This is an optimization exercise on Yosys and OpenROAD, whose aim is small area, not a production implementation.
In this exercise RTL edits were held to simulation tests only and were not proved equivalent to the original.
Power figures rest on the tool's default switching activity, not on a simulated workload.

### flow/design.v
module data_cache_wb #(
    parameter int NUM_LINES   = 16,
    parameter int MEM_LATENCY = 4
) (
    input  logic         clk_i,
    input  logic         rst_n_i,
    input  logic [31:0]  addr_i,
    input  logic         memread_i,
    input  logic         memwrite_i,
    input  logic [31:0]  write_data_i,
    input  logic [3:0]   byte_en_i,
    output logic [31:0]  read_data_o,
    output logic         clk_stall_o,
    output logic [8:0]   mem_block_addr_o,
    output logic         mem_readmem_o,
    output logic         mem_writemem_o,
    output logic [255:0] mem_data_write_o,
    input  logic [255:0] mem_data_read_i
);
    localparam int INDEX_W = $clog2(NUM_LINES);
    localparam int TAG_W   = 9 - INDEX_W;
    localparam int CNT_W   = 3;
    typedef enum logic [1:0] {IDLE, EVICT, FILL_REQ, FILL_WAIT} state_t;
    state_t               state_q, state_d;
    logic [CNT_W-1:0]     cnt_q, cnt_d;
    logic [NUM_LINES-1:0] valid_q, dirty_q;
    logic [TAG_W-1:0]     tag_q  [NUM_LINES];
    logic [255:0]         data_q [NUM_LINES];
    logic [INDEX_W-1:0] idx;
    logic [TAG_W-1:0]   tag;
    logic [2:0]         word;
    logic               req, hit, install, wr_hit;
    logic [255:0]       line, merged;
    logic               unused_addr;
    assign idx         = addr_i[5+INDEX_W-1:5];
    assign tag         = addr_i[13:5+INDEX_W];
    assign word        = addr_i[4:2];
    assign unused_addr = ^{addr_i[31:14], addr_i[1:0]};
    assign req         = memread_i || memwrite_i;
    assign line        = data_q[idx];
    assign hit         = valid_q[idx] && (tag_q[idx] == tag);
    assign wr_hit      = (state_q == IDLE) && memwrite_i && hit;
    always_comb begin
        merged = line;
        for (int b = 0; b < 4; b++)
            if (byte_en_i[b]) merged[32*word+8*b +: 8] = write_data_i[8*b +: 8];
    end
    always_comb begin
        state_d          = state_q;
        cnt_d            = cnt_q;
        install          = 1'b0;
        clk_stall_o      = 1'b0;
        read_data_o      = '0;
        mem_readmem_o    = 1'b0;
        mem_writemem_o   = 1'b0;
        mem_block_addr_o = '0;
        mem_data_write_o = '0;
        case (state_q)
            IDLE: begin
                clk_stall_o = req && !hit;
                read_data_o = (memread_i && hit) ? line[32*word +: 32] : '0;
                if (req && !hit) state_d = (valid_q[idx] && dirty_q[idx]) ? EVICT : FILL_REQ;
            end
            EVICT: begin
                clk_stall_o      = 1'b1;
                mem_writemem_o   = 1'b1;
                mem_block_addr_o = {tag_q[idx], idx};
                mem_data_write_o = line;
                state_d          = FILL_REQ;
            end
            FILL_REQ: begin
                clk_stall_o      = 1'b1;
                mem_readmem_o    = 1'b1;
                mem_block_addr_o = addr_i[13:5];
                cnt_d            = CNT_W'(MEM_LATENCY - 1);
                install          = (MEM_LATENCY == 1);
                state_d          = install ? IDLE : FILL_WAIT;
            end
            FILL_WAIT: begin
                clk_stall_o      = 1'b1;
                mem_readmem_o    = 1'b1;
                mem_block_addr_o = addr_i[13:5];
                cnt_d            = cnt_q - 1'b1;
                install          = (cnt_q == CNT_W'(1));
                state_d          = install ? IDLE : FILL_WAIT;
            end
            default: state_d = IDLE;
        endcase
        if (!rst_n_i) begin
            clk_stall_o      = 1'b0;
            read_data_o      = '0;
            mem_readmem_o    = 1'b0;
            mem_writemem_o   = 1'b0;
            mem_block_addr_o = '0;
            mem_data_write_o = '0;
        end
    end
    always_ff @(posedge clk_i) begin
        if (!rst_n_i) begin
            state_q <= IDLE;
            cnt_q   <= '0;
            valid_q <= '0;
            dirty_q <= '0;
        end else begin
            state_q <= state_d;
            cnt_q   <= cnt_d;
            if (state_q == EVICT) dirty_q[idx] <= 1'b0;
            if (install) begin
                valid_q[idx] <= 1'b1;
                dirty_q[idx] <= 1'b0;
            end
            if (wr_hit) dirty_q[idx] <= 1'b1;
        end
    end
    always_ff @(posedge clk_i) begin
        if (install) begin
            tag_q[idx]  <= tag;
            data_q[idx] <= mem_data_read_i;
        end
        if (wr_hit) data_q[idx] <= merged;
    end
endmodule
### flow/run.sh
#!/bin/bash
# synth_recipe.tcl (not shown) runs the flow's synth.tcl, then flattens the netlist and writes it again
# the make line also repeats each setting of config.mk as NAME=value (left out here)
make -C /OpenROAD-flow-scripts/flow DESIGN_CONFIG=/design/flow/config.mk WORK_HOME=/design/flow/orfs CLKGATE_MAP_FILE= SYNTH_SCRIPT=/design/flow/synth_recipe.tcl finish
### flow/config.mk
export PLATFORM = sky130hd
export DESIGN_NAME = data_cache_wb
export DESIGN_NICKNAME = data_cache_wb
export VERILOG_FILES = /design/flow/design.v
export SDC_FILE = /design/flow/constraint.sdc
export NUM_CORES = 4
export LEC_CHECK = 0
export CAP_MARGIN = 20
export CORE_MARGIN = 2
export CORE_UTILIZATION = 40
export SLEW_MARGIN = 20
### flow/constraint.sdc
create_clock -name core_clock -period 10.0 [get_ports {clk_i}]
set_input_delay 2.0000 -clock core_clock [delete_from_list [all_inputs] [get_ports {clk_i}]]
set_output_delay 2.0000 -clock core_clock [all_outputs]
set_load 0.01 [all_outputs]
==> flow_metrics.py <==
metrics = {
    "clock_network": {
        "cts_hold_buffers": 0,
        "cts_resized": 0,
        "clock-sinks": 4213,
        "cts_buffers": 418,
        "cts_setup_buffers": 0,
        "clockBufferDepth": 4,
        "cts_tree": "yes",
        "cts_root_buf": "clkbuf_16",
        "clk_pin_slew_ns": 0.07,
        "clk_latency_ns": 1.02,
        "cts_max_level": 5,
    },
    "global_route": {
        "grt_pass1_vias": 92400,
        "grt_pass1_wl_um": 783000,
        "grt_max_degree": 117,
        "antenna_found_initial": 56,
        "grt_overflow": 0,
        "track_usage": 0.263,
    },
    "detailed_routing": {
        "num_vias": 94900,
        "viasPerCell": 6.12,
        "drc": 0,
        "wl_per_cell_um": 37.5,
        "first_pass_iters": 6,
        "wirelength_um": 582000,
        "detail-route-antenna-nets": 0,
        "drt_iter0_markers": 14000,
    },
    "timing": {
        "tns_ns": 0,
        "finalSetupViolations": 0,
        "worst_slack_ns": 0.929,
        "grt_setup_unrepaired": "no",
        "finalCritPeriodShare": 0.907,
        "finalHoldViolCount": 0,
        "finalClockSkew_ns": 0.0707,
        "drv_slew": 0,
        "fin_crit_ns": 9.07,
        "tightest_slew_ns": 1.27,
        "fmax_ghz": 0.110,
        "max_slew_margin": 0.147,
    },
    "cells_and_area": {
        "multi_input_area_um2": 43000,
        "area_growth_pct": 16.7,
        "n_fill_cell": 35300,
        "fin_cells": 15500,
        "seq_area_um2": 126000,
        "drive_above_1_share": 0.247,
        "stdcell_area_um2": 200000,
        "nets": 9774,
        "utilization": 0.468,
    },
    "place": {
        "place_inst": 14700,
        "place.gp.congestion": 0.896,
        "hpwl_um": 367000,
        "dp_slack_ns": 1.16,
        "dpl-instance-area_um2": 186000,
        "io_buffers": 607,
    },
    "logic_synthesis": {
        "synth_seq_cells": 4213,
        "synth_edf_count": 4176,
        "yosys_warnings": 1,
        "yosysUniqueCellTypes": 66,
        "async_flop_share": 0,
        "synth_flop_cell": "edfxtp_1",
        "synthCells": 8604,
        "syn_avg_cell_area_um2": 19.9,
        "synth.cell_area_um2": 171000,
        "yosysSeqAreaShare": 0.736,
        "syn-num-nets": 8947,
    },
    "outcome": {
        "outcome": "complete, no violations",
    },
    "power": {
        "ir_drop_mv": 0.166,
        "p_per_area_nw_per_um2": 190,
        "p_leak_nw": 64.1,
    },
    "critical_path": {
        "cp_data_required_time_ns": 8.00,
        "cp-start-kind": "primary input",
        "reg2reg_from": "tag_q[1][3]",
        "end_kind": "output pin",
        "r2r_setup_slack_ns": 4.46,
        "path_class": "primary input to output pin",
        "critPathMaxFanout": 24,
        "critPathLaunch": "addr_i[4]",
        "worstPathArrival_ns": 7.07,
    },
    "floorplan": {
        "die_w_um": 659,
        "placementRows": 240,
        "design.core.area_um2": 427000,
        "ios": 628,
        "die_area_um2": 434000,
        "dieHeight_um": 659,
        "initial_core_util": 0.401,
    },
    "hold_path": {
        "hp-class": "register to register",
        "min_from": "valid_q[4]",
    },
    "run": {
        "maxCapViolCount": 0,
    },
}
## cell families after synthesis
group           synth area share
xor+xnor                0.000409
flops                      0.736
compound gates            0.0279
simple gates              0.0369
mux                        0.183
fa+ha+maj                0.00110
buf+inv                   0.0151
## cell usage after synthesis, drive strengths merged (6+ instances only)
| library cell | number | share of area |
|---|---|---|
| edfxtp | 4176 | 0.73 |
| mux4 | 1140 | 0.15 |
| nand2 | 906 | 0.020 |
| buf | 332 | 0.010 |
| o21ai | 310 | 0.0091 |
| nor2 | 283 | 0.0062 |
| mux2 | 260 | 0.021 |
| mux2i | 197 | 0.012 |
| clkbuf | 193 | 0.0042 |
| a22o | 113 | 0.0058 |
| and2 | 99 | 0.0036 |
| o22ai | 89 | 0.0032 |
| nand3 | 73 | 0.0022 |
| a21oi | 72 | 0.0021 |
| and3 | 55 | 0.0020 |
| dfxtp | 37 | 0.0043 |
| a311o | 21 | 0.0012 |
| nor3 | 21 | 0.00061 |
| a31oi | 17 | 0.00062 |
| a221o | 16 | 0.00093 |
| a221oi | 16 | 0.00082 |
| a211oi | 15 | 0.00066 |
| ha | 15 | 0.0011 |
| inv | 14 | 0.00031 |
| o32ai | 14 | 0.00080 |
| nand2b | 13 | 0.00047 |
| a22oi | 12 | 0.00053 |
| nor4 | 11 | 0.00069 |
| or3 | 11 | 0.00041 |
| o221ai | 10 | 0.00051 |
| nor2b | 7 | 0.00026 |
| xnor2 | 7 | 0.00036 |
| o22a | 6 | 0.00031 |
## critical path: stages
cell,delay (ns)
clkdlybuf4s50_1,0.46
buf_4,0.33
clkinv_1,0.68
nor3_2,0.61
buf_4,0.67
a22oi_1,0.42
nand3_1,0.21
a21oi_1,0.06
nor2_1,0.83
clkdlybuf4s50_1,0.70
## layout make-up
cell class,count,share of cell area
antenna,46,0.000576
sequential,4213,0.631
multi-input combinational,3848,0.215
clock buffer,512,0.0549
tap,5687,0.0356
timing repair buffer,932,0.0498
clock inverter,249,0.0126
inverter,18,0.000413
## placed cells by master (no fill, tap or decap), drive strengths merged, types with 21 or more instances in the layout
cell type,synthesis,routed
a21oi,72,72
a22o,113,113
a311o,21,21
and2,99,99
and3,55,55
buf,332,346
bufinv,0,46
clkbuf,193,512
clkdlybuf4s50,0,586
clkinv,4,175
dfxtp,37,37
diode,0,46
edfxtp,4176,4176
inv,14,28
mux2,260,260
mux2i,197,197
mux4,1140,1140
nand2,906,906
nand3,73,73
nor2,283,283
nor3,21,21
o21ai,310,310
o22ai,89,89
## routing by layer
metal  vias to the layer above  GRT usage  share of wire
li1                      37000          -              -
met1                     50800      0.337           0.36
met2                      5859      0.410           0.47
met3                      1214     0.0567          0.099
met4                        24      0.166          0.074
met5                         -          0        0.00028
## flip-flops by register name, summed over array words and instances, names as in the netlist
| register | flops |
|---|---|
| tag_q | 80 |
| state_q | 2 |
| valid_q | 16 |
| cnt_q | 3 |
| dirty_q | 16 |
| data_q | 4096 |
## power by group
part,internal (mW),switching [mW]
clock network,8.97,6.78
registers,19.4,0.0101
logic,0.944,1.76
## path summary, 6_finish.rpt
kind | end | cells after the start
max | read_data_o[31] | 10
min | valid_q[4] | 1
max reg2reg | data_q[13][118] | 8
min reg2reg | valid_q[4] | 1
## stage by stage
stage               hold WS [ns]  power (mW)
floorplan                  0.432        21.2
global placement           0.444        22.4
detailed placement         0.458        22.5
CTS                        0.474        38.0
global route               0.490        38.8
finish                     0.476        37.9

==> what the ideal ports hide <==
No port has a modelled driver above. Below, the same layout with a new extraction and two added sets of constraints. Step 1, drivers: a clkbuf_16 drives clk_i and a buf_2 each remaining input, both assumed. Step 2 adds t to the input delays and takes it off the output delays; t is the mean of the earliest and latest rising clock arrival at the registers after step 1. Input paths then give back, and output paths get back, about the clock's delay inside the block. a / b / c = no drivers / after step 1 / after step 2; a / b = the first two.
shift t [ns]: 1.103
setup slack, ns: 0.929 / 0.776 / 0.776
clock arrival spread, ns: 0.072 / 0.072
After both steps setup and hold are still met in this run. The setup slack of this run moves by -0.153 ns with the drivers and by -0.153 ns with both steps.
